This is an optimization exercise on Yosys and OpenROAD, whose aim is a short achievable clock period and few clock cycles, not a production implementation.
Only simulation tests tie the RTL to the original design; equivalence was not proved.
Power is estimated from default activity; no workload was simulated.

==> design/flow/design.v <==
`timescale 1ns/1ns
package cpuPkg;
    typedef enum logic [5:0] {
        OP_RTYPE = 6'h00,
        OP_J     = 6'h02,
        OP_BEQ   = 6'h04,
        OP_ADDI  = 6'h08,
        OP_LW    = 6'h23,
        OP_SW    = 6'h2b
    } opcode_e;
    typedef enum logic [5:0] {
        FN_ADD = 6'h20,
        FN_SUB = 6'h22,
        FN_AND = 6'h24,
        FN_OR  = 6'h25,
        FN_SLT = 6'h2a
    } funct_e;
    typedef enum logic [2:0] {
        ALU_ADD,
        ALU_SUB,
        ALU_AND,
        ALU_OR,
        ALU_SLT
    } aluOp_e;
    typedef struct packed {
        opcode_e                opcode;
        logic [5-1:0] rs;
        logic [5-1:0] rt;
        logic [5-1:0] rd;
        logic [4:0]             shamt;
        funct_e                 funct;
    } rType_s;
    typedef struct packed {
        opcode_e                opcode;
        logic [5-1:0] rs;
        logic [5-1:0] rt;
        logic [15:0]            imm;
    } iType_s;
    typedef union packed {
        rType_s r;
        iType_s i;
    } instrWord_u;
    typedef struct packed {
        logic [32-1:0] pcPlus4;
        instrWord_u word;
    } ifId_s;
    typedef struct packed {
        aluOp_e aluOp;
        logic   useImm;
        logic   branch;
    } exCtrl_s;
    typedef struct packed {
        logic memRead;
        logic memWrite;
    } memCtrl_s;
    typedef struct packed {
        logic regWrite;
        logic memToReg;
    } wbCtrl_s;
    typedef struct packed {
        exCtrl_s                ex;
        memCtrl_s               mem;
        wbCtrl_s                wb;
        logic [5-1:0] rs;
        logic [5-1:0] rt;
        logic [5-1:0] dest;
        logic [32-1:0]       opA;
        logic [32-1:0]       opB;
        logic [32-1:0]       imm;
        logic [32-1:0]       branchTarget;
    } idEx_s;
    typedef struct packed {
        memCtrl_s               mem;
        wbCtrl_s                wb;
        logic [32-1:0]       aluResult;
        logic [32-1:0]       storeData;
        logic [5-1:0] dest;
    } exMem_s;
    typedef struct packed {
        wbCtrl_s                wb;
        logic [32-1:0]       aluResult;
        logic [32-1:0]       loadData;
        logic [5-1:0] dest;
    } memWb_s;
    typedef struct packed {
        logic                   en;
        logic [5-1:0] idx;
        logic [32-1:0]       data;
    } regWrite_s;
    typedef struct packed {
        logic             take;
        logic [32-1:0] target;
    } redirect_s;
    typedef enum logic [1:0] {
        FWD_REG   = 2'b00,
        FWD_MEMWB = 2'b01,
        FWD_EXMEM = 2'b10
    } fwdSel_e;
    typedef struct packed {
        logic             wr;
        logic             rd;
        logic [32-1:0] addr;
        logic [32-1:0] wdata;
    } perBus_s;
endpackage
`timescale 1ns/1ns
module fetchStage
(
    input  logic             clk,
    input  logic             reset,
    input  logic             stall,
    input  cpuPkg::redirect_s        branchRedirect,
    input  cpuPkg::redirect_s        jumpRedirect,
    input  cpuPkg::instrWord_u       instr,
    output logic [32-1:0] pc,
    output cpuPkg::ifId_s            ifId
);
    logic [32-1:0] pcPlus4;
    assign pcPlus4 = pc + 32'd4;
    always_ff @(posedge clk or negedge reset) begin
        if (!reset) begin
            pc <= 32'h0000_0000;
        end else if (branchRedirect.take) begin
            pc <= branchRedirect.target;
        end else if (jumpRedirect.take) begin
            pc <= jumpRedirect.target;
        end else if (!stall) begin
            pc <= pcPlus4;
        end
    end
    always_ff @(posedge clk or negedge reset) begin
        if (!reset) begin
            ifId <= '0;
        end else if (branchRedirect.take || jumpRedirect.take) begin
            ifId <= '0;
        end else if (!stall) begin
            ifId.pcPlus4 <= pcPlus4;
            ifId.word    <= instr;
        end
    end
endmodule
`timescale 1ns/1ns
module decodeStage
(
    input  logic      clk,
    input  logic      reset,
    input  cpuPkg::ifId_s     ifId,
    input  logic      stall,
    input  logic      branchTaken,
    input  cpuPkg::regWrite_s regWrite,
    output cpuPkg::idEx_s     idEx,
    output cpuPkg::redirect_s jumpRedirect
);
    cpuPkg::instrWord_u       word;
    logic [32-1:0] regs [32];
    logic [32-1:0] imm;
    logic             destIsRd;
    logic             isJump;
    cpuPkg::idEx_s            idExNext;
    assign word = ifId.word;
    assign imm  = {{(32-16){word.i.imm[15]}}, word.i.imm};
    always_comb begin
        idExNext = '0;
        destIsRd = 1'b0;
        isJump   = 1'b0;
        case (word.r.opcode)
            cpuPkg::OP_RTYPE: begin
                destIsRd             = 1'b1;
                idExNext.wb.regWrite = 1'b1;
                case (word.r.funct)
                    cpuPkg::FN_ADD:  idExNext.ex.aluOp = cpuPkg::ALU_ADD;
                    cpuPkg::FN_SUB:  idExNext.ex.aluOp = cpuPkg::ALU_SUB;
                    cpuPkg::FN_AND:  idExNext.ex.aluOp = cpuPkg::ALU_AND;
                    cpuPkg::FN_OR:   idExNext.ex.aluOp = cpuPkg::ALU_OR;
                    cpuPkg::FN_SLT:  idExNext.ex.aluOp = cpuPkg::ALU_SLT;
                    default: idExNext.wb.regWrite = 1'b0;
                endcase
            end
            cpuPkg::OP_ADDI: begin
                idExNext.ex.useImm   = 1'b1;
                idExNext.wb.regWrite = 1'b1;
            end
            cpuPkg::OP_LW: begin
                idExNext.ex.useImm   = 1'b1;
                idExNext.mem.memRead = 1'b1;
                idExNext.wb.regWrite = 1'b1;
                idExNext.wb.memToReg = 1'b1;
            end
            cpuPkg::OP_SW: begin
                idExNext.ex.useImm    = 1'b1;
                idExNext.mem.memWrite = 1'b1;
            end
            cpuPkg::OP_BEQ: begin
                idExNext.ex.aluOp  = cpuPkg::ALU_SUB;
                idExNext.ex.branch = 1'b1;
            end
            cpuPkg::OP_J:    isJump = 1'b1;
            default: ;
        endcase
        idExNext.rs   = word.i.rs;
        idExNext.rt   = word.i.rt;
        idExNext.dest = destIsRd ? word.r.rd : word.i.rt;
        if (word.i.rs == '0) begin
            idExNext.opA = '0;
        end else if (regWrite.en && regWrite.idx == word.i.rs) begin
            idExNext.opA = regWrite.data;
        end else begin
            idExNext.opA = regs[word.i.rs];
        end
        if (word.i.rt == '0) begin
            idExNext.opB = '0;
        end else if (regWrite.en && regWrite.idx == word.i.rt) begin
            idExNext.opB = regWrite.data;
        end else begin
            idExNext.opB = regs[word.i.rt];
        end
        idExNext.imm          = imm;
        idExNext.branchTarget = ifId.pcPlus4 + {imm[32-3:0], 2'b00};
    end
    always_ff @(posedge clk) begin
        if (regWrite.en) begin
            regs[regWrite.idx] <= regWrite.data;
        end
    end
    assign jumpRedirect.take   = isJump;
    assign jumpRedirect.target = {ifId.pcPlus4[32-1:28], word.i.rs, word.i.rt,
                                  word.i.imm, 2'b00};
    always_ff @(posedge clk or negedge reset) begin
        if (!reset) begin
            idEx <= '0;
        end else if (stall || branchTaken) begin
            idEx <= '0;
        end else begin
            idEx <= idExNext;
        end
    end
endmodule
`timescale 1ns/1ns
module hazardUnit
(
    input  cpuPkg::instrWord_u ifIdWord,
    input  cpuPkg::idEx_s      idEx,
    input  cpuPkg::regWrite_s  exMemFwd,
    input  cpuPkg::regWrite_s  memWbFwd,
    output logic       stall,
    output cpuPkg::fwdSel_e    forwardA,
    output cpuPkg::fwdSel_e    forwardB
);
    assign stall = idEx.mem.memRead && idEx.dest != '0 &&
                   (idEx.dest == ifIdWord.i.rs || idEx.dest == ifIdWord.i.rt);
    assign forwardA = (exMemFwd.en && exMemFwd.idx != '0 && exMemFwd.idx == idEx.rs) ?
                      cpuPkg::FWD_EXMEM :
                      (memWbFwd.en && memWbFwd.idx != '0 && memWbFwd.idx == idEx.rs) ?
                      cpuPkg::FWD_MEMWB : cpuPkg::FWD_REG;
    assign forwardB = (exMemFwd.en && exMemFwd.idx != '0 && exMemFwd.idx == idEx.rt) ?
                      cpuPkg::FWD_EXMEM :
                      (memWbFwd.en && memWbFwd.idx != '0 && memWbFwd.idx == idEx.rt) ?
                      cpuPkg::FWD_MEMWB : cpuPkg::FWD_REG;
endmodule
`timescale 1ns/1ns
module executeStage
(
    input  logic      clk,
    input  logic      reset,
    input  cpuPkg::idEx_s     idEx,
    input  cpuPkg::fwdSel_e   forwardA,
    input  cpuPkg::fwdSel_e   forwardB,
    input  cpuPkg::regWrite_s exMemFwd,
    input  cpuPkg::regWrite_s memWbFwd,
    output cpuPkg::exMem_s    exMem,
    output cpuPkg::redirect_s branchRedirect
);
    logic [32-1:0] srcA;
    logic [32-1:0] srcB;
    logic [32-1:0] aluB;
    logic [32-1:0] aluResult;
    always_comb begin
        case (forwardA)
            cpuPkg::FWD_EXMEM: srcA = exMemFwd.data;
            cpuPkg::FWD_MEMWB: srcA = memWbFwd.data;
            default:   srcA = idEx.opA;
        endcase
        case (forwardB)
            cpuPkg::FWD_EXMEM: srcB = exMemFwd.data;
            cpuPkg::FWD_MEMWB: srcB = memWbFwd.data;
            default:   srcB = idEx.opB;
        endcase
    end
    assign aluB = idEx.ex.useImm ? idEx.imm : srcB;
    always_comb begin
        case (idEx.ex.aluOp)
            cpuPkg::ALU_SUB: aluResult = srcA - aluB;
            cpuPkg::ALU_AND: aluResult = srcA & aluB;
            cpuPkg::ALU_OR:  aluResult = srcA | aluB;
            cpuPkg::ALU_SLT: aluResult = {{(32-1){1'b0}}, $signed(srcA) < $signed(aluB)};
            default: aluResult = srcA + aluB;
        endcase
    end
    assign branchRedirect.take   = idEx.ex.branch && (srcA == srcB);
    assign branchRedirect.target = idEx.branchTarget;
    always_ff @(posedge clk or negedge reset) begin
        if (!reset) begin
            exMem <= '0;
        end else begin
            exMem.mem       <= idEx.mem;
            exMem.wb        <= idEx.wb;
            exMem.aluResult <= aluResult;
            exMem.storeData <= srcB;
            exMem.dest      <= idEx.dest;
        end
    end
endmodule
`timescale 1ns/1ns
module memoryStage
(
    input  logic             clk,
    input  logic             reset,
    input  cpuPkg::exMem_s           exMem,
    input  logic [32-1:0] perRdData,
    output cpuPkg::perBus_s          perBus,
    output cpuPkg::regWrite_s        exMemFwd,
    output cpuPkg::regWrite_s        regWrite
);
    localparam int IDX_W = $clog2(64);
    logic [32-1:0] dmem [64];
    logic             isPer;
    logic [IDX_W-1:0] wordIdx;
    logic [32-1:0] loadData;
    cpuPkg::memWb_s           memWb;
    assign isPer   = exMem.aluResult[30];
    assign wordIdx = exMem.aluResult[IDX_W+1:2];
    always_ff @(posedge clk) begin
        if (exMem.mem.memWrite && !isPer) begin
            dmem[wordIdx] <= exMem.storeData;
        end
    end
    assign loadData = isPer ? perRdData : dmem[wordIdx];
    assign perBus.wr    = exMem.mem.memWrite && isPer;
    assign perBus.rd    = exMem.mem.memRead && isPer;
    assign perBus.addr  = exMem.aluResult;
    assign perBus.wdata = exMem.storeData;
    assign exMemFwd.en   = exMem.wb.regWrite;
    assign exMemFwd.idx  = exMem.dest;
    assign exMemFwd.data = exMem.aluResult;
    always_ff @(posedge clk or negedge reset) begin
        if (!reset) begin
            memWb <= '0;
        end else begin
            memWb.wb        <= exMem.wb;
            memWb.aluResult <= exMem.aluResult;
            memWb.loadData  <= loadData;
            memWb.dest      <= exMem.dest;
        end
    end
    assign regWrite.en   = memWb.wb.regWrite;
    assign regWrite.idx  = memWb.dest;
    assign regWrite.data = memWb.wb.memToReg ? memWb.loadData : memWb.aluResult;
endmodule
`timescale 1ns/1ns
module pipelineCpu
(
    input  logic             clk,
    input  logic             reset,
    input  logic [32-1:0] instr,
    input  logic [32-1:0] perRdData,
    output logic [32-1:0] pc,
    output logic             perWr,
    output logic             perRd,
    output logic [32-1:0] perAddr,
    output logic [32-1:0] perWdata
);
    cpuPkg::perBus_s   perBus;
    assign perWr    = perBus.wr;
    assign perRd    = perBus.rd;
    assign perAddr  = perBus.addr;
    assign perWdata = perBus.wdata;
    cpuPkg::ifId_s     ifId;
    cpuPkg::idEx_s     idEx;
    cpuPkg::exMem_s    exMem;
    cpuPkg::regWrite_s regWrite;
    cpuPkg::regWrite_s exMemFwd;
    cpuPkg::redirect_s branchRedirect;
    cpuPkg::redirect_s jumpRedirect;
    logic      stall;
    cpuPkg::fwdSel_e   forwardA;
    cpuPkg::fwdSel_e   forwardB;
    fetchStage fetchStage_inst (
        .clk            (clk),
        .reset          (reset),
        .stall          (stall),
        .branchRedirect (branchRedirect),
        .jumpRedirect   (jumpRedirect),
        .instr          (instr),
        .pc             (pc),
        .ifId           (ifId)
    );
    decodeStage decodeStage_inst (
        .clk          (clk),
        .reset        (reset),
        .ifId         (ifId),
        .stall        (stall),
        .branchTaken  (branchRedirect.take),
        .regWrite     (regWrite),
        .idEx         (idEx),
        .jumpRedirect (jumpRedirect)
    );
    hazardUnit hazardUnit_inst (
        .ifIdWord (ifId.word),
        .idEx     (idEx),
        .exMemFwd (exMemFwd),
        .memWbFwd (regWrite),
        .stall    (stall),
        .forwardA (forwardA),
        .forwardB (forwardB)
    );
    executeStage executeStage_inst (
        .clk            (clk),
        .reset          (reset),
        .idEx           (idEx),
        .forwardA       (forwardA),
        .forwardB       (forwardB),
        .exMemFwd       (exMemFwd),
        .memWbFwd       (regWrite),
        .exMem          (exMem),
        .branchRedirect (branchRedirect)
    );
    memoryStage memoryStage_inst (
        .clk       (clk),
        .reset     (reset),
        .exMem     (exMem),
        .perRdData (perRdData),
        .perBus    (perBus),
        .exMemFwd  (exMemFwd),
        .regWrite  (regWrite)
    );
endmodule
==> design/flow/run.sh <==
#!/bin/bash
# synth_recipe.tcl (not shown) runs the flow's synth.tcl, then flattens the netlist and writes it again
# the make line also repeats each setting of config.mk as NAME=value (left out here)
make -C /OpenROAD-flow-scripts/flow DESIGN_CONFIG=/design/flow/config.mk WORK_HOME=/design/flow/orfs CLKGATE_MAP_FILE= SYNTH_SCRIPT=/design/flow/synth_recipe.tcl finish
==> design/flow/config.mk <==
export PLATFORM = sky130hd
export DESIGN_NAME = pipelineCpu
export DESIGN_NICKNAME = pipelineCpu
export VERILOG_FILES = /design/flow/design.v
export SDC_FILE = /design/flow/constraint.sdc
export NUM_CORES = 4
export LEC_CHECK = 0
export CAP_MARGIN = 20
export CORE_MARGIN = 2
export CORE_UTILIZATION = 40
export PLACE_DENSITY = 0.6
export SLEW_MARGIN = 20
==> design/flow/constraint.sdc <==
create_clock -name core_clock -period 7.5 [get_ports {clk}]
set_input_delay 1.5000 -clock core_clock [delete_from_list [all_inputs] [get_ports {clk}]]
set_output_delay 1.5000 -clock core_clock [all_outputs]
set_load 0.01 [all_outputs]
==> notes.md <==
layout make-up:
type                    instances  area, sq um
fillers                     30458       195400
flip-flops and latches       3446       101700
multi-input cells            4150        39570
clock buffers                 433         9163
well taps                    4773         5972
repair buffers                447         4194
clock inverters               177         1713
inverters                     247        932.1
diodes                          8        20.02
critical path, delay by kind of cell, from the launching register on:
family | cells | cell delay [ns]
xor gates and xnor gates | 1 | 0.19
buffers and inverters | 2 | 0.54
DFF | 1 | 0.43
and+or+nand+nor | 6 | 2.15
adders and majority gates | 1 | 0.44
AOI/OAI and AO/OA | 7 | 2.48
metal layers:
layer  vias to the layer above  part of all wire  track usage
met2                      4426              0.48       0.4039
li1                      35077                 -            -
met3                       931             0.086      0.04200
met1                     45114              0.39       0.3371
met5                         -           0.00012            0
met4                         8             0.049       0.1088
stage by stage:
stage / instances / util / total power [mW] / instance area (sq um) / hold WS, ns
final: 13681 / 0.4551 / 53.67 / 163200 / 0.4063
after global routing: 13675 / 0.4551 / 55.16 / 163200 / 0.4200
after CTS: 13671 / 0.4550 / 53.65 / 163200 / 0.4036
after detailed placement: 13061 / 0.4246 / 36.84 / 152300 / 0.3909
after global placement: 13058 / 0.4245 / 36.68 / 152200 / 0.3946
after floorplan: 8509 / - / 30.32 / 144100 / 0.3312
cells by family (layout without fill, tap and decap cells):
group | after synthesis | in the layout
AOI/OAI and AO/OA | 1876 | 1876
xor gates and xnor gates | 153 | 153
DFF | 3446 | 3446
muxes | 821 | 821
adders and majority gates | 129 | 129
and+or+nand+nor | 1171 | 1171
other | 0 | 8
buffers and inverters | 913 | 1304
sequential cells by signal (all words and copies together), names as in the netlist:
register                 cells
memoryStage_inst.dmem     2048
decodeStage_inst.regs     1024
decodeStage_inst.idEx      135
executeStage_inst.exMem     72
memoryStage_inst.memWb      71
fetchStage_inst.ifId        64
fetchStage_inst.pc          32
power groups by stage:
stage | Sequential (mW) | Combinational (mW) | Clock [mW]
after floorplan | 23.6 | 6.75 | 0
after global placement | 24.0 | 12.6 | 0
after detailed placement | 24.0 | 12.8 | 0
after CTS | 23.6 | 12.8 | 17.2
after global routing | 23.7 | 13.6 | 17.9
final | 23.7 | 13.0 | 17.0
cells in the final DEF, fill, tap and decap left out, types with 20 or more instances in the layout:
cell,netlist,routed
o21bai_1,20,20
clkbuf_16,0,352
clkinv_2,0,54
nor2b_1,22,21
dfrtp_2,0,34
a22o_1,164,164
a21oi_1,184,184
a221oi_1,196,196
inv_1,245,238
buf_12,0,33
clkbuf_1,432,76
mux2i_1,78,71
nor2_1,385,288
bufinv_16,0,30
xnor2_1,71,69
o21ai_0,157,157
edfxtp_1,3072,3072
nor3_1,75,73
mux4_2,642,642
nand2_1,249,249
o22ai_1,21,21
a21o_1,33,33
dfrtp_1,374,331
nand3_1,113,111
a31oi_1,126,126
buf_4,73,248
a22oi_1,704,704
a2111oi_0,29,29
nand4_1,169,169
o221ai_1,69,69
mux2_2,100,100
o211ai_1,92,92
clkinv_1,2,65
nor2_4,0,97
nor4_1,48,45
ha_1,126,126
clkdlybuf4s50_1,0,162
xor2_1,82,82
worst paths after layout:
kind | startpoint | end | slack (ns) | depth (start not counted)
setup / recovery | executeStage_inst.exMem[4]$_DFF_PN0_ | executeStage_inst.exMem[62]$_DFF_PN0_ | 1.19 | 17
hold / removal | executeStage_inst.exMem[70]$_DFF_PN0_ | memoryStage_inst.memWb[70]$_DFF_PN0_ | 0.41 | 0
setup reg to reg | executeStage_inst.exMem[4]$_DFF_PN0_ | executeStage_inst.exMem[62]$_DFF_PN0_ | 1.19 | 17
hold reg to reg | executeStage_inst.exMem[70]$_DFF_PN0_ | memoryStage_inst.memWb[70]$_DFF_PN0_ | 0.41 | 0
max in group asynchronous | reset | executeStage_inst.exMem[44]$_DFF_PN0_ | 5.39 | 2
min in group asynchronous | reset | fetchStage_inst.ifId[34]$_DFFE_PN0N_ | 0.59 | 1
==> notes.md <==
----------------------------------------------------
[Run status]
  Outcome ... timing/DRC/antenna clean

[Worst setup path]
  Data arrival at the endpoint of the critical path ... ~7.2 ns
  List of cells traversed by the critical path ... xnor2_1, nand2_1, or4_2, buf_4, o221ai_1, o21ai_0, ha_1, inv_1, a211oi_1, or3b_2, nand3_1, nand3_1, o31ai_1, a211oi_1, o311a_1, o311ai_0, and3b_1
  Top fanout value on the critical path ... 38
  WS Path Type ... reg2reg
  Crit start category ... register
  Critical path capture point type ... register
  Critical path's largest stage delay ... just over 1 ns
  Required time worst endpoint ... about 8.4 ns
  Slowest library cell on the worst path ... or4_2

[Timing]
  Setup repair after global routing missed its margin ... no
  Fmax ... 158.6 MHz
  Skew final ... 0.07083 ns
  Final period demand of the worst path ... 6.307 ns
  Final count of hold timing violations ... 0
  Rel. slew slack ... 0.1582
  Total negative slack for setup checks ... 0 ns
  Slew at the pin closest to its max-slew limit ... ~1.3 ns
  Final period util ... 0.8409
  # setup viols final ... 0
  Final setup margin ... ~1.2 ns
  Final slew viol count ... 0

[Min path]
  Class of the worst hold path ... reg2reg

[Yosys]
  EDFF count, synth ... around 3.1k
  Total nets after synthesis ... about 8.7k
  Sequential element share of the synthesized area ... 0.7053
  Top-area cell type share of the netlist area ... 0.6403
  Adder-cell share of the synthesized area ... 0.01136
  Post-synthesis average cell area ... roughly 17 sq um
  Complex-gate fraction of the synthesized area ... 0.09530
  Proportion of synthesized flip-flops having asynchronous set or reset ... 0.1085
  Synth Instances ... about 8.5k
  Top-count cell post-synth ... edfxtp_1
  Most frequently used flop master after synthesis ... edfxtp_1
  Largest cells by area after synthesis ... edfxtp_1 64%, mux4_2 10%, dfrtp_1 6.5%
  Cell type with the largest total area after synthesis ... edfxtp_1
  Distinct cell type count of the synthesized netlist ... 87
  Simple logic cell fraction of the synthesized area ... 0.03895
  Most frequent cells after synthesis ... 3072 x edfxtp_1, 704 x a22oi_1, 642 x mux4_2
  Dominant combinational cell family by area after synthesis ... multiplexers
  Yosys warning count ... 4
  Multiplexer share of the synthesized area ... 0.1137
  Xor and xnor fraction of the mapped netlist area ... 0.009302
  Number of synthesized register bits ... roughly 3.4k
  Post-synthesis instance area ... 144100 sq um

[GRT]
  Initial antenna violation count ... 16
  Total global routing track utilization ... 0.2509
  Number of global-route vias before repair ... between 80k and 90k
  Overall overflow remaining after global route ... 0
  Global-route wire length before repair ... about 650 mm
  Pin count of the biggest net entering global routing ... between 150 and 200

[Clock network]
  Clock H-tree levels ... 5
  Source-to-sink clock delay at the later pin of the worst-skew pair ... between 0.9 and 1 ns
  Post-CTS Hold Fix Bufs ... 0
  Number of CTS-inserted buffers ... 345
  Clock transition at the register clock pins on the worst setup and hold paths after CTS ... 0.06 ns
  Setup fix buffers added after clock tree synthesis ... 0
  Resized cells post-CTS ... 0
  Clock sink count ... 3446
  Max clock buf depth ... 4
  Clk root buf ... clkbuf_16
  TritonCTS clock tree ... done

[Floorplanning]
  Initial Util ... 0.4017
  Horizontal die dimension ... between 600 and 700 um
  Area of the core ... about 360000 sq um
  Die area ... 365000 sq um
  Std cell rows ... 220
  Top-Level Pins ... approximately 160
  Die outline height ... ~600 um

[Place]
  DP Wirelength ... 274.8 mm
  Last weighted congestion value of the routability-driven placer ... 0.9233
  Count of buffers from port buffering ... 163
  Placement Setup Slack ... between 1 and 1.5 ns

[Run]
  Maximum Capacitance Violations ... 0

[Routing]
  Antenna Nets Post-Route ... 0
  Routed via count divided by cell count ... 6.254
  Vias after detailed routing ... 85.56k
  Routed wire length ... 466.8 mm
  Routed length per instance ... between 30 and 40 um
  Detailed-router iteration count before antenna repair ... 8
  DRC violation count after routing ... 0
  Initial DRC Count ... 11.59k

[Pwr]
  Max rail drop VDD ... ~0.00023 V
  Internal power summed over all cells ... between 30 and 40 mW
  Switching share of power ... 0.3259
  Leakage power total ... approximately 52 nW
  Pwr dens ... ~330 nW/um^2
  Net switching component of the power ... 17.49 mW
  Clock Power Share ... 0.317
  Seq pwr share ... 0.441
  Combinational Power Share ... 0.242

[Final layout]
  Layout Area Growth over Synthesis ... 13.32%
  Fraction of layout cells with a size suffix above 1 ... 0.1903
  Nets@finish ... slightly below 9k

----------------------------------------------------
Testbench counts, summed over its fixed seeds: cycles 34,758.

-- separate check: timing with driven ports --
The flow's constraints put no driver on any port. The routed layout listed below was extracted and timed again, unchanged, in two steps. Step 1 (the two cells are an assumption about what drives the block):
set clk [get_ports {clk}]
set_driving_cell -lib_cell sky130_fd_sc_hd__clkbuf_16 $clk
set_driving_cell -lib_cell sky130_fd_sc_hd__buf_2 [delete_from_list [all_inputs] $clk]
Step 2, shift: input delay + t, output delay - t, t = (earliest + latest rising clock arrival at the registers) / 2. This alone moves slack from input paths to output paths. Slacks: no drivers / after step 1 / after step 2; pairs: no drivers / after step 1.
t, ns: 0.981
setup WS [ns]: 1.193 / 1.193 / 1.193
hold WS [ns]: 0.406 / 0.406 / 0.406
After both steps this run still meets setup and hold. The setup slack of this run moves by 0.000 ns with the drivers and by 0.000 ns with both steps.
